From an optimization exercise on the open Yosys and OpenROAD flow, aimed at small area and a short achievable clock period; shortcuts taken in it are not production practice.
Where RTL was checked, it was by simulation tests only, not by an equivalence proof against the original.
Power figures rest on the tool's default switching activity, not on a simulated workload.

Setup of P:
==> flow/design.v <==
package spi_mem_pkg;
    typedef enum logic [2:0] {
        ADDR,
        CMD,
        WRITE,
        READ,
        DONE
    } state_t;
    localparam logic [7:0] CMD_READ = 8'h00;
    localparam logic [7:0] IDLE_TX  = 8'h00;
endpackage
module spi_bit_engine #(
    parameter int unsigned CPOL      = 0,
    parameter int unsigned CPHA      = 0,
    parameter int unsigned MSB_FIRST = 0
) (
    input  logic       clk,
    input  logic       rst_n,
    input  logic       cs_n,
    input  logic       sck,
    input  logic       mosi,
    input  logic       tx_load,
    input  logic [7:0] tx_byte,
    output logic       miso,
    output logic       active,
    output logic       byte_done,
    output logic       byte_done_i,
    output logic       frame_end,
    output logic       frame_err,
    output logic [7:0] rx_byte,
    output logic [7:0] rx_data,
    output logic       rx_zero
);
    localparam bit POL = (CPOL != 0);
    localparam bit PHA = (CPHA != 0);
    localparam bit MSB = (MSB_FIRST != 0);
    logic [1:0] cs_s, sck_s, mosi_s;
    logic       sck_d;
    logic [7:0] rx_sr, tx_reg, rx_next;
    logic [2:0] bitcnt;
    logic       sck_rise, sck_fall, lead, trail;
    logic       sample_ev, shift_ev, cs_fall, cs_rise, last_bit, tx_bit;
    logic       cs_d, nbyte_done;
    assign byte_done_i = ~nbyte_done;
    assign rx_data = rx_sr;
    always_comb begin
        sck_rise  = sck_s[1] & ~sck_d;
        sck_fall  = ~sck_s[1] & sck_d;
        lead      = POL ? sck_fall : sck_rise;
        trail     = POL ? sck_rise : sck_fall;
        sample_ev = ~cs_d & (PHA ? trail : lead);
        shift_ev  = ~cs_d & (PHA ? lead : trail);
        cs_fall   = cs_d & ~cs_s[1];
        cs_rise   = ~cs_d & cs_s[1];
        rx_next   = MSB ? {rx_sr[6:0], mosi_s[1]} : {mosi_s[1], rx_sr[7:1]};
        last_bit  = sample_ev && (bitcnt == 3'd7);
        tx_bit    = MSB ? tx_reg[3'd7 - bitcnt] : tx_reg[bitcnt];
    end
    always_ff @(posedge clk) begin
        mosi_s  <= {mosi_s[0], mosi};
        rx_byte <= rx_next;
        rx_zero <= (rx_next == 8'd0);
        if (sample_ev)
            rx_sr <= rx_next;
    end
    always_ff @(posedge clk or negedge rst_n) begin
        if (!rst_n) begin
            cs_s      <= '1;
            sck_s     <= {2{POL}};
            sck_d     <= POL;
            active    <= 1'b0;
            cs_d      <= 1'b1;
            nbyte_done <= 1'b1;
            bitcnt    <= '0;
            tx_reg    <= '0;
            miso      <= 1'b0;
            byte_done <= 1'b0;
            frame_end <= 1'b0;
            frame_err <= 1'b0;
        end else begin
            cs_s      <= {cs_s[0], cs_n};
            sck_s     <= {sck_s[0], sck};
            sck_d     <= sck_s[1];
            active    <= ~cs_s[1];
            cs_d      <= cs_s[1];
            byte_done <= last_bit;
            nbyte_done <= ~last_bit;
            frame_end <= cs_rise;
            frame_err <= cs_rise && (bitcnt != 3'd0) && !last_bit;
            if (sample_ev)
                bitcnt <= bitcnt + 3'd1;
            if (cs_rise)
                bitcnt <= '0;
            if (tx_load)
                tx_reg <= tx_byte;
            if (shift_ev || (cs_fall && !PHA))
                miso <= tx_bit;
        end
    end
endmodule
module spi_mem_slave #(
    parameter int unsigned CPOL       = 0,
    parameter int unsigned CPHA       = 0,
    parameter int unsigned MSB_FIRST  = 0,
    parameter int unsigned ADDR_BYTES = 2,
    parameter int unsigned MEM_AW     = 8
) (
    input  logic       CLK,
    input  logic       nRESET,
    input  logic       nCS,
    input  logic       SCK,
    input  logic       MOSI,
    output logic       MISO,
    output logic       MISO_OE,
    output logic       busy,
    output logic       rx_valid,
    output logic [7:0] rx_byte,
    output logic       frame_err
);
    logic       s_addr, s_cmd, s_wr, s_rd, a2;
    logic [7:0] tgt, tgt_n;     
    logic       byte_done, byte_done_o, frame_end, active, tx_load, rx_zero;
    logic [7:0] tx_byte, rx_data;
    spi_bit_engine #(
        .CPOL      (CPOL),
        .CPHA      (CPHA),
        .MSB_FIRST (MSB_FIRST)
    ) u_engine (
        .clk       (CLK),
        .rst_n     (nRESET),
        .cs_n      (nCS),
        .sck       (SCK),
        .mosi      (MOSI),
        .tx_load   (tx_load),
        .tx_byte   (tx_byte),
        .miso      (MISO),
        .active    (active),
        .byte_done (byte_done_o),
        .byte_done_i (byte_done),
        .frame_end (frame_end),
        .frame_err (frame_err),
        .rx_byte   (rx_byte),
        .rx_data   (rx_data),
        .rx_zero   (rx_zero)
    );
    assign busy     = active;
    assign MISO_OE  = active;
    assign rx_valid = byte_done_o;
    logic       sel_ld, sel_inc, sel_hold;
    logic [7:0] tgt_inc;
    assign tgt_inc = tgt + 8'd1;
    always_comb begin
        sel_ld  = byte_done && s_addr && !a2;
        sel_inc = byte_done && ((s_cmd && rx_zero) || s_rd || s_wr);
        sel_hold = !sel_ld && !sel_inc;
        tgt_n = ({8{sel_ld}} & rx_data) | ({8{sel_inc}} & tgt_inc) | ({8{sel_hold}} & tgt);
    end
    always_ff @(posedge CLK or negedge nRESET) begin
        if (!nRESET) begin
            s_addr  <= 1'b1;
            s_cmd   <= 1'b0;
            s_wr    <= 1'b0;
            s_rd    <= 1'b0;
            a2      <= 1'b0;
            tx_load <= 1'b0;
        end else begin
            tx_load <= byte_done | frame_end;
            if (byte_done) begin
                if (s_addr) begin
                    a2 <= !a2;
                    if (a2) begin
                        s_addr <= 1'b0;
                        s_cmd  <= 1'b1;
                    end
                end
                if (s_cmd) begin
                    s_cmd <= 1'b0;
                    s_rd  <= rx_zero;
                    s_wr  <= !rx_zero;
                end
            end
            if (frame_end) begin
                s_addr <= 1'b1;
                s_cmd  <= 1'b0;
                s_wr   <= 1'b0;
                s_rd   <= 1'b0;
                a2     <= 1'b0;
            end
        end
    end
    logic [3:0]   hp;           
    logic         wv;           
    logic [7:0]   wd;
    logic [3:0]   wrow;         
    logic [3:0]   wlo, wlo_n;   
    logic         wfire;        
    logic [15:0]  wsel;         
    logic         wfire_n;
    logic         wissue;
    logic         rm;           
    logic [7:0]   pf;
    logic [127:0] heads;
    assign wissue = byte_done & s_wr;
    assign wlo_n  = wissue ? tgt[3:0] : wlo;
    assign wfire_n = (wissue || (wv && !wfire)) && ((wlo_n + 4'd2) == hp);
    always_ff @(posedge CLK) begin
        hp   <= hp - 4'd1;
        wlo  <= wlo_n;
        wfire <= wfire_n;
        for (int r = 0; r < 16; r++)
            wsel[r] <= wfire_n && ((wissue ? tgt[7:4] : wrow) == 4'(r));
        if (wissue) begin
            wv   <= 1'b1;
            wd   <= rx_data;
            wrow <= tgt[7:4];
        end else if (wfire) begin
            wv   <= 1'b0;
        end
        tgt  <= tgt_n;
        rm   <= sel_ld    ? ((rx_data[3:0] + 4'd1) == hp)
              : sel_inc   ? ((tgt[3:0] + 4'd2) == hp)
              :             ((tgt[3:0] + 4'd1) == hp);
        if (rm)
            pf <= heads[{tgt[7:4], 3'd0} +: 8];
    end
    for (genvar r = 0; r < 16; r++) begin : g_row
        logic [127:0] q;        
        always_ff @(posedge CLK)
            q <= {q[119:0], wsel[r] ? wd : q[127:120]};
        assign heads[8*r +: 8] = q[7:0];
    end
    always_comb begin
        tx_byte = spi_mem_pkg::IDLE_TX;
        if (s_rd)
            tx_byte = pf;
    end
endmodule
clock: 4.0 ns
lec_check: 0
abc_clock_period_in_ps: 1800
cap_margin: 20
core_margin: 2
core_utilization: 55
cts_buf_list: sky130_fd_sc_hd__clkbuf_16
cts_cluster_diameter: 100
cts_cluster_size: 30
place_density: 0.7
setup_slack_margin: 2.1
slew_margin: 20
run.sh (not shown) runs the stock make flow with config.mk's settings and CLKGATE_MAP_FILE= SYNTH_SCRIPT=/design/flow/synth_recipe.tcl, a recipe that flattens the netlist after the stock synthesis.
--- input diff P..Q ---
-- flow/design.v --
<<< P, line 119
);
    logic       s_addr, s_cmd, s_wr, s_rd, a2;
    logic [7:0] tgt, tgt_n;     
    logic       byte_done, byte_done_o, frame_end, active, tx_load, rx_zero;
    logic [7:0] tx_byte, rx_data;
>>> Q, line 119
);
    logic       s_addr, s_cmd, s_wr, s_rd, a2;
    logic [7:0] tgt, tgt_n;
    logic       byte_done, byte_done_o, frame_end, active, tx_load, rx_zero;
    logic [7:0] tx_byte, rx_data;
<<< P, line 151
    assign tgt_inc = tgt + 8'd1;
    always_comb begin
        sel_ld  = byte_done && s_addr && !a2;
        sel_inc = byte_done && ((s_cmd && rx_zero) || s_rd || s_wr);
        sel_hold = !sel_ld && !sel_inc;
        tgt_n = ({8{sel_ld}} & rx_data) | ({8{sel_inc}} & tgt_inc) | ({8{sel_hold}} & tgt);
    end
>>> Q, line 151
    assign tgt_inc = tgt + 8'd1;
    always_comb begin
        sel_ld  = byte_done && s_addr && !a2 && !frame_end;
        sel_inc = byte_done && ((s_cmd && rx_zero) || s_rd || s_wr) && !frame_end;
        sel_hold = !sel_ld && !sel_inc && !frame_end;
        tgt_n = ({8{sel_ld}} & rx_data) | ({8{sel_inc}} & tgt_inc) | ({8{sel_hold}} & tgt);
    end
<<< P, line 163
            s_rd    <= 1'b0;
            a2      <= 1'b0;
            tx_load <= 1'b0;
        end else begin
            tx_load <= byte_done | frame_end;
            if (byte_done) begin
>>> Q, line 163
            s_rd    <= 1'b0;
            a2      <= 1'b0;
            tgt     <= '0;
            tx_load <= 1'b0;
        end else begin
            tgt     <= tgt_n;
            tx_load <= byte_done | frame_end;
            if (byte_done) begin
<<< P, line 191
    logic [3:0]   hp;           
    logic         wv;           
    logic [7:0]   wd;
    logic [3:0]   wrow;         
    logic [3:0]   wlo, wlo_n;   
    logic         wfire;        
    logic [15:0]  wsel;         
    logic         wfire_n;
    logic         wissue;
    logic         rm;           
    logic [7:0]   pf;
    logic [127:0] heads;
    assign wissue = byte_done & s_wr;
    assign wlo_n  = wissue ? tgt[3:0] : wlo;
    assign wfire_n = (wissue || (wv && !wfire)) && ((wlo_n + 4'd2) == hp);
    always_ff @(posedge CLK) begin
        hp   <= hp - 4'd1;
        wlo  <= wlo_n;
        wfire <= wfire_n;
        for (int r = 0; r < 16; r++)
            wsel[r] <= wfire_n && ((wissue ? tgt[7:4] : wrow) == 4'(r));
        if (wissue) begin
            wv   <= 1'b1;
            wd   <= rx_data;
            wrow <= tgt[7:4];
        end else if (wfire) begin
            wv   <= 1'b0;
        end
        tgt  <= tgt_n;
        rm   <= sel_ld    ? ((rx_data[3:0] + 4'd1) == hp)
              : sel_inc   ? ((tgt[3:0] + 4'd2) == hp)
              :             ((tgt[3:0] + 4'd1) == hp);
        if (rm)
            pf <= heads[{tgt[7:4], 3'd0} +: 8];
    end
    for (genvar r = 0; r < 16; r++) begin : g_row
        logic [127:0] q;        
        always_ff @(posedge CLK)
            q <= {q[119:0], wsel[r] ? wd : q[127:120]};
        assign heads[8*r +: 8] = q[7:0];
    end
>>> Q, line 193
    logic [3:0]   hp;           
    logic         wv;           
    logic [7:0]   bf;           
    logic [3:0]   wrow;         
    logic [3:0]   wlo, wlo_n;   
    logic         wfire;        
    logic         wissue;
    logic         rm;           
    logic [3:0]   rrow;         
    logic [127:0] heads;
    assign wissue = byte_done & s_wr;
    assign wlo_n  = wissue ? tgt[3:0] : wlo;
    always_ff @(posedge CLK) begin
        hp   <= hp - 4'd1;
        wlo  <= wlo_n;
        wfire <= (wissue || (wv && !wfire)) && ((wlo_n + 4'd2) == hp);
        if (wissue) begin
            wv   <= 1'b1;
            bf   <= rx_data;
            wrow <= tgt[7:4];
        end else if (wfire) begin
            wv   <= 1'b0;
        end
        rm   <= frame_end ? (hp == 4'd1)
              : sel_ld    ? ((rx_data[3:0] + 4'd1) == hp)
              : sel_inc   ? ((tgt[3:0] + 4'd2) == hp)
              :             ((tgt[3:0] + 4'd1) == hp);
        rrow <= tgt_n[7:4];
        if (rm && !wissue && (!wv || wfire))
            bf <= heads[{rrow, 3'd0} +: 8];
    end
    for (genvar r = 0; r < 16; r++) begin : g_row
        logic [127:0] q;        
        always_ff @(posedge CLK)
            q <= {q[119:0], (wfire && wrow == 4'(r)) ? bf : q[127:120]};
        assign heads[8*r +: 8] = q[7:0];
    end
<<< P, line 233
        tx_byte = spi_mem_pkg::IDLE_TX;
        if (s_rd)
            tx_byte = pf;
    end
endmodule
>>> Q, line 231
        tx_byte = spi_mem_pkg::IDLE_TX;
        if (s_rd)
            tx_byte = bf;
    end
endmodule
[summary]
- Summary of Q over P: synthesized cell count shows no meaningful change; routed wire length fell 0.90%; number of global-route vias before repair went down; met3 usage in global routing saw a decrease; proportion of synthesized area in mux cells essentially unchanged.
- Against P as the reference, Q delivers a lower critical path depth.
- For Q, the capturing instance or port of the critical path was bf[2], unlike P, where it was wsel[14].
- Looking at sequential cell fraction of total power, Q sits above P.
No functional check of the RTL was part of P.

[port drivers added, routing unchanged]
The flow's constraints put no driver on any port. The routed layouts listed below were extracted and timed again, unchanged, in two steps. Step 1 (the two cells are an assumption about what drives the block):
set clk [get_ports {CLK}]
set_driving_cell -lib_cell sky130_fd_sc_hd__clkbuf_16 $clk
set_driving_cell -lib_cell sky130_fd_sc_hd__buf_2 [delete_from_list [all_inputs] $clk]
Step 2 adds t to the input delays and takes it off the output delays; t is the mean of the earliest and latest rising clock arrival at the registers after step 1. Input paths then give back, and output paths get back, about the clock's delay inside the block. a / b / c = ideal ports / drivers / drivers and shift; a / b = the first two.
run | shift t [ns] | setup WS [ns] | worst hold slack (ns) | clock arrival spread, ns | slew at the worst register clock pin (ns)
P | 0.731 | 1.822 / 1.822 / 1.822 | 0.301 / 0.301 / 0.301 | 0.048 / 0.048 | 0.11 / 0.11
Q | 0.710 | 1.830 / 1.830 / 1.830 | 0.241 / 0.220 / 0.317 | 0.035 / 0.035 | 0.11 / 0.11
After both steps every run listed still meets setup and hold.
